Source: an optimization exercise on an open RTL-to-GDS flow (aim: small area, a short achievable clock period and few clock cycles). Production flows keep margins and buffers that such runs may drop. Function was checked by simulation only, so behaviour that the tests miss may differ from the original.

$ cat flow/run.sh
#!/bin/bash
# synth_recipe.tcl (not shown) runs the flow's synth.tcl, then flattens the netlist and writes it again
# the make line also repeats each setting of config.mk as NAME=value (left out here)
make -C /OpenROAD-flow-scripts/flow DESIGN_CONFIG=/design/flow/config.mk WORK_HOME=/design/flow/orfs CLKGATE_MAP_FILE= SYNTH_SCRIPT=/design/flow/synth_recipe.tcl finish
$ cat flow/config.mk
export PLATFORM = sky130hd
export DESIGN_NAME = seq_calculator
export DESIGN_NICKNAME = seq_calculator
export VERILOG_FILES = /design/flow/design.v
export SDC_FILE = /design/flow/constraint.sdc
export NUM_CORES = 4
export LEC_CHECK = 0
export CAP_MARGIN = 20
export CORE_MARGIN = 2
export CORE_UTILIZATION = 45
export SLEW_MARGIN = 20
$ cat flow/constraint.sdc
create_clock -name core_clock -period 12.0 [get_ports {clk}]
set_input_delay 2.4000 -clock core_clock [delete_from_list [all_inputs] [get_ports {clk}]]
set_output_delay 2.4000 -clock core_clock [all_outputs]
set_load 0.01 [all_outputs]
$ cat flow/design.v
module seq_calculator #(
  parameter int NB = 48
) (
  input  logic          clk,
  input  logic          rst,
  input  logic          start,
  input  logic [2:0]    operand,
  input  logic [NB-1:0] a,
  input  logic [NB-1:0] b,
  output logic          busy,
  output logic          done,
  output logic [NB-1:0] result,
  output logic          err_div0,
  output logic          err_op
);
  localparam logic [1:0] IDLE = 2'd0;
  localparam logic [1:0] EXEC = 2'd1;
  localparam logic [1:0] FIN  = 2'd2;
  localparam logic [2:0] OP_ADD = 3'd0;
  localparam logic [2:0] OP_SUB = 3'd1;
  localparam logic [2:0] OP_MUL = 3'd2;
  localparam logic [2:0] OP_DIV = 3'd3;
  localparam logic [2:0] OP_POW = 3'd4;
  localparam int            CW   = $clog2(NB + 1);
  localparam logic [CW-1:0] LAST = CW'(NB);
  logic [1:0]    state_reg;
  logic [2:0]    op_reg;
  logic [NB-1:0] a_reg;
  logic [NB-1:0] b_reg;
  logic [CW-1:0] cnt_reg;
  logic [NB-1:0] res_reg;
  logic          e0_reg;
  logic          eo_reg;
  logic [NB-1:0] quo_reg;
  logic [NB-1:0] dvs_reg;
  logic [NB-1:0] rem_reg;
  logic          neg_reg;
  logic [NB-1:0] a_mag;
  logic [NB-1:0] b_mag;
  logic [NB:0]   rem_shift;
  logic [NB:0]   div_trial;
  always_comb begin
    a_mag     = a[NB-1] ? -a : a;
    b_mag     = b[NB-1] ? -b : b;
    rem_shift = {rem_reg, quo_reg[NB-1]};
    div_trial = rem_shift - {1'b0, dvs_reg};
  end
  localparam logic [NB-1:0] ONE = NB'(1);
  logic [NB-1:0] acc_reg;
  logic [NB-1:0] base_reg;
  logic [NB-1:0] exp_reg;
  logic [NB-1:0] acc_mul;
  logic [NB-1:0] base_sq;
  assign acc_mul = acc_reg * base_reg;
  assign base_sq = base_reg * base_reg;
  always_ff @(posedge clk) begin
    if (rst) begin
      state_reg <= IDLE;
      cnt_reg   <= '0;
      res_reg   <= '0;
      e0_reg    <= 1'b0;
      eo_reg    <= 1'b0;
    end else begin
      case (state_reg)
        IDLE, FIN: begin
          if (start) begin
            state_reg <= EXEC;
            op_reg    <= operand;
            a_reg     <= a;
            b_reg     <= b;
            cnt_reg   <= '0;
            e0_reg    <= 1'b0;
            eo_reg    <= 1'b0;
            quo_reg   <= a_mag;
            dvs_reg   <= b_mag;
            rem_reg   <= '0;
            neg_reg   <= a[NB-1] ^ b[NB-1];
            acc_reg   <= ONE;
            base_reg  <= a;
            exp_reg   <= b;
          end else begin
            state_reg <= IDLE;
          end
        end
        EXEC: begin
          case (op_reg)
            OP_ADD: begin
              res_reg   <= a_reg + b_reg;
              state_reg <= FIN;
            end
            OP_SUB: begin
              res_reg   <= a_reg - b_reg;
              state_reg <= FIN;
            end
            OP_MUL: begin
              res_reg   <= NB'({{NB{a_reg[NB-1]}}, a_reg} * {{NB{b_reg[NB-1]}}, b_reg});
              state_reg <= FIN;
            end
            OP_DIV: begin
              if (b_reg == '0) begin
                res_reg   <= '0;
                e0_reg    <= 1'b1;
                state_reg <= FIN;
              end else if (cnt_reg != LAST) begin
                if (!div_trial[NB]) begin
                  rem_reg <= div_trial[NB-1:0];
                  quo_reg <= {quo_reg[NB-2:0], 1'b1};
                end else begin
                  rem_reg <= rem_shift[NB-1:0];
                  quo_reg <= {quo_reg[NB-2:0], 1'b0};
                end
                cnt_reg <= cnt_reg + 1'b1;
              end else begin
                res_reg   <= neg_reg ? -quo_reg : quo_reg;
                state_reg <= FIN;
              end
            end
            OP_POW: begin
              if (cnt_reg != LAST) begin
                if (exp_reg[0]) begin
                  acc_reg <= acc_mul;
                end
                base_reg <= base_sq;
                exp_reg  <= {1'b0, exp_reg[NB-1:1]};
                cnt_reg  <= cnt_reg + 1'b1;
              end else begin
                if (b_reg[NB-1] && (a_reg != ONE) && (a_reg != '1)) begin
                  res_reg <= '0;
                end else begin
                  res_reg <= acc_reg;
                end
                state_reg <= FIN;
              end
            end
            default: begin
              res_reg   <= '0;
              eo_reg    <= 1'b1;
              state_reg <= FIN;
            end
          endcase
        end
        default: state_reg <= IDLE;
      endcase
    end
  end
  assign busy     = (state_reg == EXEC);
  assign done     = (state_reg == FIN);
  assign result   = res_reg;
  assign err_div0 = e0_reg;
  assign err_op   = eo_reg;
endmodule
==> run notes <==
-- cell type report --
cell class	count	area share, %
multi-input cells	9438	73.8
flip-flops and latches	445	9.45
inverters	3331	9.25
well taps	3743	3.46
repair buffers	385	2.61
clock buffers	63	1.02
clock inverters	39	0.394
diodes	32	0.0592
-- logic make-up (layout without fill, tap and decap cells) --
logic type	Yosys count	in the layout	synth area share (%)
flip-flops	445	445	10.0
multiplexers	16	16	0.125
buffers and inverters	4084	3818	12.0
adder cells (fa/ha/maj)	3665	3665	52.9
other	0	32	0
XOR/XNOR	610	610	4.18
AND/OR/NAND/NOR	4043	4043	15.2
AO/OA/AOI/OAI	1104	1104	5.58
-- stage by stage --
| stage | std cells | utilization (%) |
|---|---|---|
| finish | 17476 | 47.9 |
| global placement | 17339 | 47.2 |
| global route | 17462 | 47.9 |
| detailed placement | 17341 | 47.2 |
| CTS | 17443 | 47.9 |
| floorplan | 13967 | - |
-- worst paths after layout --
| kind | start | to | slack, ns | cells past startpoint |
|---|---|---|---|---|
| worst min register to register | res_reg[27] | res_reg[27] | 0.47 | 2 |
| worst max-delay path | b_reg[11] | res_reg[47] | 1.96 | 25 |
| worst max register to register | b_reg[11] | res_reg[47] | 1.96 | 25 |
| worst min-delay path | res_reg[27] | res_reg[27] | 0.47 | 2 |
-- routing by layer --
metal	GRT usage (%)	part of all wire [%]	wire (um)
met1	40.9	41	171000
met4	13.6	5.6	23500
met2	47.1	45	189000
met5	0	0.028	117
met3	5.82	9.1	38500
-- critical path, delay by kind of cell, from the launching register on --
kind | cells | cell delay, ns
AO/OA/AOI/OAI | 8 | 2.38
AND/OR/NAND/NOR | 3 | 0.70
XOR/XNOR | 1 | 0.19
adder cells (fa/ha/maj) | 10 | 4.79
flip-flops | 1 | 1.17
buffers and inverters | 3 | 0.57
-- placed cells by master (no fill, tap or decap), types with 25 or more instances in the layout --
| master | Yosys | final |
|---|---|---|
| a211oi_1 | 50 | 48 |
| a21o_1 | 125 | 125 |
| a21oi_1 | 239 | 239 |
| a221oi_1 | 26 | 25 |
| a31oi_1 | 29 | 27 |
| and2_1 | 1266 | 1266 |
| buf_4 | 0 | 210 |
| clkbuf_16 | 0 | 54 |
| clkdlybuf4s50_1 | 0 | 150 |
| dfxtp_1 | 58 | 58 |
| diode_2 | 0 | 32 |
| edfxtp_1 | 387 | 387 |
| fa_1 | 2895 | 2895 |
| ha_1 | 770 | 770 |
| inv_1 | 3327 | 3326 |
| nand2_1 | 2088 | 2088 |
| nand2b_1 | 37 | 36 |
| nand3_1 | 84 | 84 |
| nand4_1 | 51 | 51 |
| nor2_1 | 253 | 250 |
| nor2b_1 | 27 | 27 |
| nor3_1 | 52 | 52 |
| nor4_1 | 32 | 32 |
| o21a_1 | 49 | 48 |
| o21ai_0 | 308 | 303 |
| o21bai_1 | 32 | 32 |
| o31ai_1 | 68 | 68 |
| o41ai_1 | 27 | 27 |
| or3_1 | 33 | 33 |
| or4_1 | 29 | 29 |
| xnor2_1 | 397 | 396 |
| xor2_1 | 213 | 213 |
==> run notes <==
The synthesis warning total was 1. Buffers added to address setup during post-CTS repair amount to 0. For the proportion of synthesized chip area in sequential cells, the log shows 10.0%.

The run finished with no timing, DRC or antenna violations. The number of clock buffers added by TritonCTS is 54. Across all hold checks on the routed design, the worst slack comes to 0.468 ns.

The clock passes through at most 3 buffers. After synthesis the netlist holds a flip-flop and latch count of 445. The run gives 423 mm as the total detailed-routing wirelength. On the critical path, the stage with the largest delay is an instance of edfxtp_1. STA puts the critical path data required time at 12.50 ns. Of all cell types, the one taking the most synthesized area is fa_1.

The via count normalized by instance count is 5.44, and the vertical die dimension is 537 um. The wire-length estimate of the detail-placed layout is 328 mm. Pin placement for this block handled 154 I/O pins.

Yosys attributes the largest share of cell area to fa_1 45%, inv_1 9.8%, edfxtp_1 9.1%. The worst setup path is launched from a flop. Entering global routing, the biggest net connects 171 pins. The number of nets handed over by synthesis was 17734. STA puts the critical path data arrival time at 10.53 ns. The net total in the final layout came out at 17422. The worst-case clock skew was 0.100 ns; the vias after detailed routing was 95041.

For this run, design rule violations remaining after detail routing come to 0. Across every metal layer, demand over resource in global routing totals 30.2%. At the pin with the least slew margin, the transition time is 1.33 ns. The multi-input combinational cells in the finished layout cover a total of 99800 sq um. Setup total negative slack on the finished layout was measured at 0 ns. Setup violations remaining at the end of the flow were counted as 0. The tools report the gate count of the mapped netlist as 13967. The clock transition at the registers of the reported paths is 0.07 ns. The cell area reported after detailed placement is 133000 sq um. In this run the biggest area consumer among cell types represents 45.3% of the synthesized area.

The congestion estimate from routability-driven global placement came to 1.04. Part of the cycle the worst path needs: 83.6%. The number of resized instances in the post-cts repair step was 0. Once the floorplan was initialized, standard cells occupied 45.3% of the core. TritonCTS built the clock tree. The number of buffers inserted by port buffering was 153.

The critical path in this run is classified as reg -> reg. The full die area is 288000 sq um, and the width of the die is 537 um. The worst min-delay path class is reg -> reg. The logs give 87 for the count of cell types in the netlist and 0 for the number of max-slew violations in the final report.

The time the worst path needs with I/O delays and setup is 10.04 ns, and the least setup slack across all paths after layout is 1.96 ns. For this run the aggregate overflow at the end of global routing stands at 0. The tools report the number of global-route vias before repair as 100815. The delay of the slowest cell on the worst path was 1.17 ns; the count of max-cap constraint violations was 0. The area of all placed cells without fillers came out at 135000 sq um.

Dividing the detail-routed wire length by the instance count gives 24.2 um. The clock net in this run drives a total of 445 sinks. Setup repair after global routing left no endpoint under its margin. By count the netlist is led by 3327 x inv_1, 2895 x fa_1, 2088 x nand2_1. Root buffer cell: clkbuf_16.

The logs give 2.29 ns for the post-place setup slack and 2 for the maximum level of the CTS H-tree. Relative to the synthesized area, the layout overhead comes to 5.87%. The run gives 0 as the final hold violation count.

The later pin in the worst-skew pair is clocked with a latency of 0.73 ns. The core region is 282000 sq um. The pre-antenna-repair detailed-routing pass consisted of 9 iterations.

Of the cells placed in the final design, the portion with a size suffix greater than 1 is 2.77%. Counting flops with an async set or reset pin after synthesis yields a share of 0%. The synthesized design contains 387 enable-type register cells. Measured against its own limit, the worst slew margin works out to 10.9%. The area used by sequential logic in the layout came out at 12800 sq um. In this run the remaining antenna-violating nets after routing total 0. The filler cells instantiated in the layout total 27143. The top fanout value on the critical path works out to 25. The run gives 0.0996 GHz as the top achievable clock speed. Top flip-flop cell by instance count after synthesis: edfxtp_1. inv_1 is the most common cell in the netlist. The most common cell type on the critical path is fa_1.

A synthesized cell averages 9.15 sq um. The worst setup path is captured at a flop. After the first detailed-routing iteration, the DRC count stood at 8607. For the total number of placement rows, the log shows 195. The mapped netlist covers 128000 sq um. The wire length of the first global-routing pass is 647 mm, and the number of antenna violations at the first check in global routing is 54. Quantity of hold-fixing buffers added after cts: 0.
Testbench counts, summed over its fixed seeds: cycles 102,672.

==> separate check: timing with driven ports <==
Ports are ideal in the flow. The routed layout listed here was re-timed in OpenROAD.
Step 1, drivers: a clkbuf_16 drives clk and a buf_2 each remaining input, both assumed.
Step 2 also shifts input and output timing later by t, the mid clock arrival at the registers, as if the neighbouring blocks saw the same clock.
Three values: ideal, step 1, step 2; two values: the first two.
shift t [ns]: 0.746
setup WS [ns]: 1.964 / 1.964 / 1.964
clock arrival spread, ns: 0.107 / 0.107
slew at the worst register clock pin (ns): 0.07 / 0.07
worst slew at a driven data input, ns: 0.17
After both steps setup and hold are still met in this run. For this run, drivers alone change the setup slack by 0.000 ns; drivers and shift together by 0.000 ns.
